Background: an optimization exercise with open tools, aiming at small area, a short achievable clock period and few clock cycles per item. Do not read the settings as production practice. No functional check of the RTL was part of any run shown here. Power and IR drop assume default switching activity.

==> flow/design.v, too long to show whole: its modules and the start of the top module <==
// module fpu_bpp: 10 lines
// module fpu_fa: 10 lines
// module fpu_mult_pre: 54 lines
// module fpu_mult_sa: 1215 lines
// module fpu_mult_sb: 240 lines
// module fpu_mult_sc: 146 lines
// module fpu_mult_arb: 120 lines
module fpu_mult_arb
#(
   parameter int NUM_REQ = 4
)(
   input  logic                    clk,
   input  logic                    rst,
   input  logic [NUM_REQ-1:0]      req_valid,
   output logic [NUM_REQ-1:0]      req_ready,
   input  logic [NUM_REQ*FP_W-1:0] req_a,
   input  logic [NUM_REQ*FP_W-1:0] req_b,
   output logic [NUM_REQ-1:0]      rsp_valid,
   input  logic [NUM_REQ-1:0]      rsp_ready,
   output logic [FP_W-1:0]         rsp_data,
   output logic                    busy
);
  // ...
==> flow/flow/run.sh <==
#!/bin/bash
# Layout flow: the standard layout (standard.sh: the standard synthesis,
# floorplan, power grid, placement, CTS and routing, all unchanged) with two
# settings of how the layout is made:
#   - every input and output port still gets its own buffer, but a
#     sky130_fd_sc_hd__buf_1 instead of the delay cell buffer_ports picks;
set -euo pipefail
MARGIN=6.0
cd "$(dirname "$0")/.."
bash standard.sh "BUFFER_PORTS_ARGS=-buffer_cell sky130_fd_sc_hd__buf_1" \
   "SETUP_SLACK_MARGIN=$MARGIN" finish > standard.log 2>&1
==> flow/standard.sh <==
#!/bin/bash
# synth_recipe.tcl (not shown) runs the flow's synth.tcl, then flattens the netlist and writes it again
# the make line also repeats each setting of config.mk as NAME=value (left out here)
make -C /OpenROAD-flow-scripts/flow DESIGN_CONFIG=/design/flow/config.mk WORK_HOME=/design/flow/orfs CLKGATE_MAP_FILE= SYNTH_SCRIPT=/design/flow/synth_recipe.tcl "${@:-finish}"
==> flow/config.mk <==
export PLATFORM = sky130hd
export DESIGN_NAME = fpu_mult_arb
export DESIGN_NICKNAME = fpu_mult_arb
export VERILOG_FILES = /design/flow/design.v
export SDC_FILE = /design/flow/constraint.sdc
export NUM_CORES = 4
export LEC_CHECK = 0
export CAP_MARGIN = 20
export CORE_MARGIN = 2
export CORE_UTILIZATION = 60
export SLEW_MARGIN = 20
export SYNTH_HIERARCHICAL = 1
export SYNTH_MINIMUM_KEEP_SIZE = 0
==> flow/constraint.sdc <==
create_clock -name core_clock -period 9.0 [get_ports {clk}]
set_input_delay 1.8000 -clock core_clock [delete_from_list [all_inputs] [get_ports {clk}]]
set_output_delay 1.8000 -clock core_clock [all_outputs]
set_load 0.01 [all_outputs]
==> load_flow_metrics.sql, run 1 <==
INSERT INTO impl_metrics (metric_group, metric, value, unit) VALUES
('run_status', 'run_status', 'complete, no violations', ''),
('worst_setup_path', 'r2r-start', 'r3_hs[0]', ''),
('hold_path', 'worst_hold_path_endpoint', 'r3_hs[47]', ''),
('floorplan', 'chipHeight', '214', 'microns'),
('route', 'totalWireLength', '72.5', 'mm'),
('cells_and_area', 'seqCellArea', '8410', 'sq um'),
('power_and_ir_drop', 'sequentialPowerShare', '31.9', '%'),
('worst_setup_path', 'critPathLaunch', 'r3_hs[0]', ''),
('floorplan', 'io-pin-count', '307', ''),
('route', 'post_drt_wl_per_cell', '24.7', 'microns'),
('yosys', 'synth-xor-area-share', '11.2', '%'),
('worst_setup_path', 'worst_path_cell_with_the_longest_stage_delay', 'fa_2', ''),
('route', 'drt_first_iter_violations', '1104', ''),
('route', 'post_drt_via_cell_ratio', '5.99', ''),
('timing', 'totalNegativeSetupSlack', '0', 'ps'),
('worst_setup_path', 'timing.rr.end', 'r_hdata[16]', ''),
('cells_and_area', 'non_clock_buffer_share_of_cell_area', '5.70', '%'),
('yosys', 'synthesis.instances', '2161', ''),
('worst_setup_path', 'reg2reg_depth', '11', ''),
('yosys', 'most_frequent_cell_after_synthesis', 'xnor2_1', ''),
('global_routing', 'met2_usage', '52.7', '%'),
('yosys', 'synth_compound_gate_area_share', '18.8', '%'),
('route', 'drt_pre_antenna_iters', '5', ''),
('worst_setup_path', 'crit_end', 'r_hdata[16]', ''),
('hold_path', 'hold_path_startpoint', 'r2_cut[133]', ''),
('timing', 'final.setup_skew', '25.7', 'ps'),
('power_and_ir_drop', 'clock_power_share', '20.1', '%'),
('worst_setup_path', 'ff2ff_setup_slack', '5840', 'ps'),
('timing', 'maxSlewHeadroom', '28.9', '%'),
('cells_and_area', 'mostFrequentLayoutCell', 'xnor2_1', ''),
('yosys', 'synth-adder-area-share', '24.4', '%'),
('worst_setup_path', 'worst_setup_path_end_kind', 'flip-flop', ''),
('floorplan', 'design.die.area', '45900', 'sq um'),
('floorplan', 'placeableCoreArea', '43900', 'sq um'),
('yosys', 'top_post_synthesis_cells_by_count', 'xnor2_1, dfxtp_1, fa_1, a22oi_2, buf_4', ''),
('power_and_ir_drop', 'power.density', '316', 'nW/um^2'),
('yosys', 'yosys_register_bits', '375', ''),
('global_routing', 'globalRouteTotalUtil', '31.8', '%'),
('yosys', 'combinational_family_with_the_most_area_after_synthesis', 'adder cells', ''),
('placement', 'place_ws', '5350', 'ps'),
('placement', 'io_buffer_count', '306', '');
==> inputs of run 2 (changes only) <==
--- a/flow/flow/run.sh
+++ b/flow/flow/run.sh
@@ -5,7 +5,7 @@
 #   - every input and output port still gets its own buffer, but a
 #     sky130_fd_sc_hd__buf_1 instead of the delay cell buffer_ports picks;
 set -euo pipefail
-MARGIN=6.0
+MARGIN=5.9
 cd "$(dirname "$0")/.."
 bash standard.sh "BUFFER_PORTS_ARGS=-buffer_cell sky130_fd_sc_hd__buf_1" \
    "SETUP_SLACK_MARGIN=$MARGIN" finish > standard.log 2>&1
==> load_flow_metrics.sql, run 2 <==
INSERT INTO impl_metrics (metric_group, metric, value, unit) VALUES
('clock_network', 'clkLatencyLatePin', '580', 'ps'),
('route', 'drt_pre_antenna_iters', '5', ''),
('floorplan', 'initial_core_util', '60.3', '%'),
('yosys', 'synth_async_sr_flop_share', '5.33', '%'),
('global_routing', 'global_route_wire_length_before_repair', '112', 'mm'),
('route', 'route.antenna.remaining_nets', '0', ''),
('route', 'drt_first_iter_violations', '1206', ''),
('timing', 'max_freq', '322', 'MHz'),
('power_and_ir_drop', 'power.density', '304', 'nW/um^2'),
('cells_and_area', 'mostFrequentLayoutCell', 'xnor2_1', ''),
('floorplan', 'io-pin-count', '307', ''),
('worst_setup_path', 'critical_path.max_stage_delay', '960', 'ps'),
('floorplan', 'design.die.area', '45900', 'sq um'),
('timing', 'worst-slew-pin-transition', '1060', 'ps'),
('timing', 'worst_slack_setup_final', '5890', 'ps'),
('timing', 'final.setup_skew', '10.4', 'ps'),
('worst_setup_path', 'critical-path-top-cell-by-count', 'fa_1', ''),
('yosys', 'synth.cell_area', '26500', 'sq um'),
('yosys', 'synth.yosys.seq_area_share', '31.1', '%'),
('worst_setup_path', 'worst_path_cell_with_the_longest_stage_delay', 'dfxtp_2', ''),
('cells_and_area', 'area_delta_synth_final', '8.23', '%'),
('timing', 'maxSlewViolCount', '0', ''),
('cells_and_area', 'largest_register', 'r2_cut', ''),
('clock_network', 'numCtsBuffers', '42', ''),
('route', 'post_drt_wl_per_cell', '24.9', 'microns'),
('placement', 'routabilityCongestion', '0.910', ''),
('job', 'maxCapViolCount', '0', ''),
('route', 'post_drt_via_cell_ratio', '6.00', ''),
('cells_and_area', 'largest_register_ffs', '138', ''),
('yosys', 'number_of_synthesized_flops_with_an_enable_pin', '64', ''),
('global_routing', 'grt_remaining_overflow', '0', ''),
('clock_network', 'clock_tree.htree_level_count', '2', ''),
('cells_and_area', 'reg_top3', 'r2_cut (138), r3_hs (51), r1_bs (36)', ''),
('timing', 'maxSlewHeadroom', '29.0', '%'),
('worst_setup_path', 'cp-start-kind', 'flip-flop', ''),
('worst_setup_path', 'worst_setup_path_end_kind', 'flip-flop', ''),
('clock_network', 'cts_num_sinks', '375', ''),
('floorplan', 'die-width', '214', 'microns'),
('yosys', 'yosys_register_bits', '375', ''),
('yosys', 'yosysTopAreaCellShare', '22.0', '%'),
('power_and_ir_drop', 'leakagePower', '9.98', 'nW'),
('yosys', 'synthesis.instances', '2161', ''),
('power_and_ir_drop', 'totalPowerFinal', '8.72', 'mW'),
('worst_setup_path', 'path_class', 'reg2reg', ''),
('run_status', 'run_status', 'complete, no violations', ''),
('timing', 'setup_repair_after_global_routing_missed_its_margin', 'yes', ''),
('power_and_ir_drop', 'power.ir.vdd_worst', '240', 'uV'),
('worst_setup_path', 'cp.required', '9430', 'ps'),
('yosys', 'syn_area_per_cell', '12.3', 'sq um'),
('yosys', 'yosysWarningCount', '7', ''),
('route', 'totalWireLength', '73.1', 'mm'),
('placement', 'place_ws', '5050', 'ps'),
('placement', 'io_buffer_count', '306', ''),
('yosys', 'synthTopCellsByArea', 'dfxtp_1, fa_1, a22oi_2', ''),
('global_routing', 'globalRouteTotalUtil', '32.0', '%'),
('global_routing', 'antenna_found_initial', '6', ''),
('hold_path', 'timing.hold.worst.class', 'reg2reg', ''),
('clock_network', 'cts_buffer_depth', '3', ''),
('timing', 'post-route-min-period', '3110', 'ps'),
('timing', 'final-setup-viol-count', '0', ''),
('route', 'drcViolationCount', '0', ''),
('clock_network', 'cts-hold-fix-buffers', '0', ''),
('yosys', 'synth_cell_types', '65', ''),
('cells_and_area', 'mostFrequentLayoutCells', 'xnor2_1, buf_1, fa_1', ''),
('timing', 'timing_hold_violations_final', '0', ''),
('timing', 'fin_crit_sh', '34.5', '%'),
('floorplan', 'placementRows', '77', ''),
('yosys', 'yosysTopAreaCell', 'dfxtp_1', ''),
('floorplan', 'placeableCoreArea', '43900', 'sq um'),
('clock_network', 'path_clk_slew', '60', 'ps'),
('clock_network', 'cts-root-buf', 'clkbuf_16', ''),
('global_routing', 'grt_pass1_vias', '19200', ''),
('yosys', 'top_post_synthesis_cells_by_count', 'xnor2_1, dfxtp_1, fa_1, a22oi_2, buf_4', ''),
('cells_and_area', 'nets', '2926', ''),
('yosys', 'most_frequent_cell_after_synthesis', 'xnor2_1', ''),
('placement', 'hpwl', '48.6', 'mm'),
('clock_network', 'cts_tree', 'done', ''),
('route', 'vias', '17600', ''),
('worst_setup_path', 'cp_cell_sequence', 'a22oi_2 -> xnor2_1 -> fa_1 -> fa_1 -> fa_1', ''),
('timing', 'totalNegativeSetupSlack', '0', 'ps'),
('floorplan', 'chipHeight', '214', 'microns'),
('yosys', 'synth_flop_cell', 'dfxtp_1', ''),
('global_routing', 'pin_count_of_the_biggest_net_entering_global_routing', '67', ''),
('worst_setup_path', 'worstPathArrival', '3530', 'ps'),
('cells_and_area', 'layout-drive-gt1-share', '22.4', '%'),
('worst_setup_path', 'crit_fanout', '25', '');
run 2: cell types whose count changed in the layout (fill, tap and decap cells not counted), moves of 4 or more:
cell,delta
dfxtp_4,-34
mux2_2,+31
mux2_4,-31
dfxtp_1,+21
dfxtp_2,+13
buf_4,+9
buf_6,-7
buf_1,+4
ha_1,-4
run 2: through the flow:
step / hold WS (ps) / cell area, sq um / std cells / util [%]
final: 326 / 28700 / 2934 / 65.3
after detailed placement: 312 / 26900 / 2838 / 61.3
after floorplan: 310 / 26500 / 2163 / -
after CTS: 325 / 28500 / 2921 / 64.8
after global placement: 310 / 26900 / 2838 / 61.2
after global routing: 330 / 28700 / 2932 / 65.3
run 2: cell type report:
class / count / area (sq um)
clock buffer: 58 / 1180
tap: 592 / 741
sequential: 375 / 8300
inverter: 76 / 285
fill: 3497 / 15200
antenna: 7 / 17.5
clock inverter: 17 / 219
multi-input combinational: 1450 / 16300
timing repair buffer: 359 / 1620
run 2: per-module statistics from Yosys, one instance, submodules excluded:
module        times used  flip-flops and latches
fpu_bpp              264                       0
fpu_fa               262                       0
fpu_mult_sa            1                       0
fpu_mult_arb           1                     375
fpu_mult_sb            1                       0
fpu_mult_sc            1                       0
fpu_mult_pre           1                       0
run 2: worst paths after layout:
path                            from         end  slack (ps)  cells past startpoint
max reg2reg                r1_ma[19]  r2_cut[57]        5890                      5
max in group asynchronous        rst    r_ptr[1]        7080                      2
min                             r1_s        r2_s         330                      0
min reg2reg                     r1_s        r2_s         330                      0
min in group asynchronous        rst        r_v1        1360                      2
max                        r1_ma[19]  r2_cut[57]        5890                      5
run 2: kinds of logic (layout without fill, tap and decap cells):
family | Yosys count | count (layout) | synth area share [%]
AOI/OAI and AO/OA | 494 | 494 | 18.8
DFF | 375 | 375 | 31.1
adders and majority gates | 356 | 356 | 24.4
buffers and inverters | 339 | 510 | 8.06
xor gates and xnor gates | 338 | 338 | 11.2
and+or+nand+nor | 182 | 183 | 3.36
muxes | 74 | 74 | 3.09
other | 3 | 12 | 0.0425
run 2: per-layer routing:
| layer | share of wire [%] | global-route usage [%] |
|---|---|---|
| met5 | 0 | 0 |
| met4 | 4.3 | 13.9 |
| met3 | 7.8 | 6.40 |
| met2 | 47 | 52.8 |
| met1 | 40 | 41.2 |
run 2: power by group:
group	switching [mW]	internal (mW)	leakage, nW
clock	0.704	1.04	0.685
sequential	0.378	2.52	3.31
combinational	2.12	1.95	5.99
total	3.20	5.51	9.98
run 2: what timing repair did:
item | 4_1_cts | 5_1_grt
gates resized for setup | 14 | 26
endpoints found under the hold margin | 0 | 0
setup buffers | 7 | 4
pin swaps | 8 | 11
gates cloned | 1 | 2
endpoints found under the setup margin | 63 | 46
run 2: critical path: cells and delay by family, from the launching register on:
kind,cells,cell delay (ps)
DFF,1,960
AOI/OAI and AO/OA,1,190
adders and majority gates,3,1520
xor gates and xnor gates,1,260

==> static timing again, ports no longer ideal <==
In the flow no input, the clock included, has a driving cell. The finished layouts below were timed again as built, in two steps. Step 1, drivers: a clkbuf_16 drives clk and a buf_2 each remaining input, both assumed. Step 2 times the ports against the registers' clock, not the clock port: input delays grow and output delays shrink by t, the midpoint of the rising clock arrivals with the driver on. a / b / c = no drivers / after step 1 / after step 2; a / b = the first two.
run	shift t [ns]	setup slack, ns	clock arrival spread, ns	worst slew at a driven data input, ns	cell pins on the clock port's net
run 1	0.626	5.845 / 5.845 / 5.742	0.027 / 0.028	0.14	1
run 2	0.627	5.895 / 5.895 / 5.422	0.014 / 0.014	0.12	1
After both steps setup and hold are still met in every run listed. The setup slack of run 2, which loses most, moves by 0.000 ns with the drivers and by -0.473 ns with both steps.
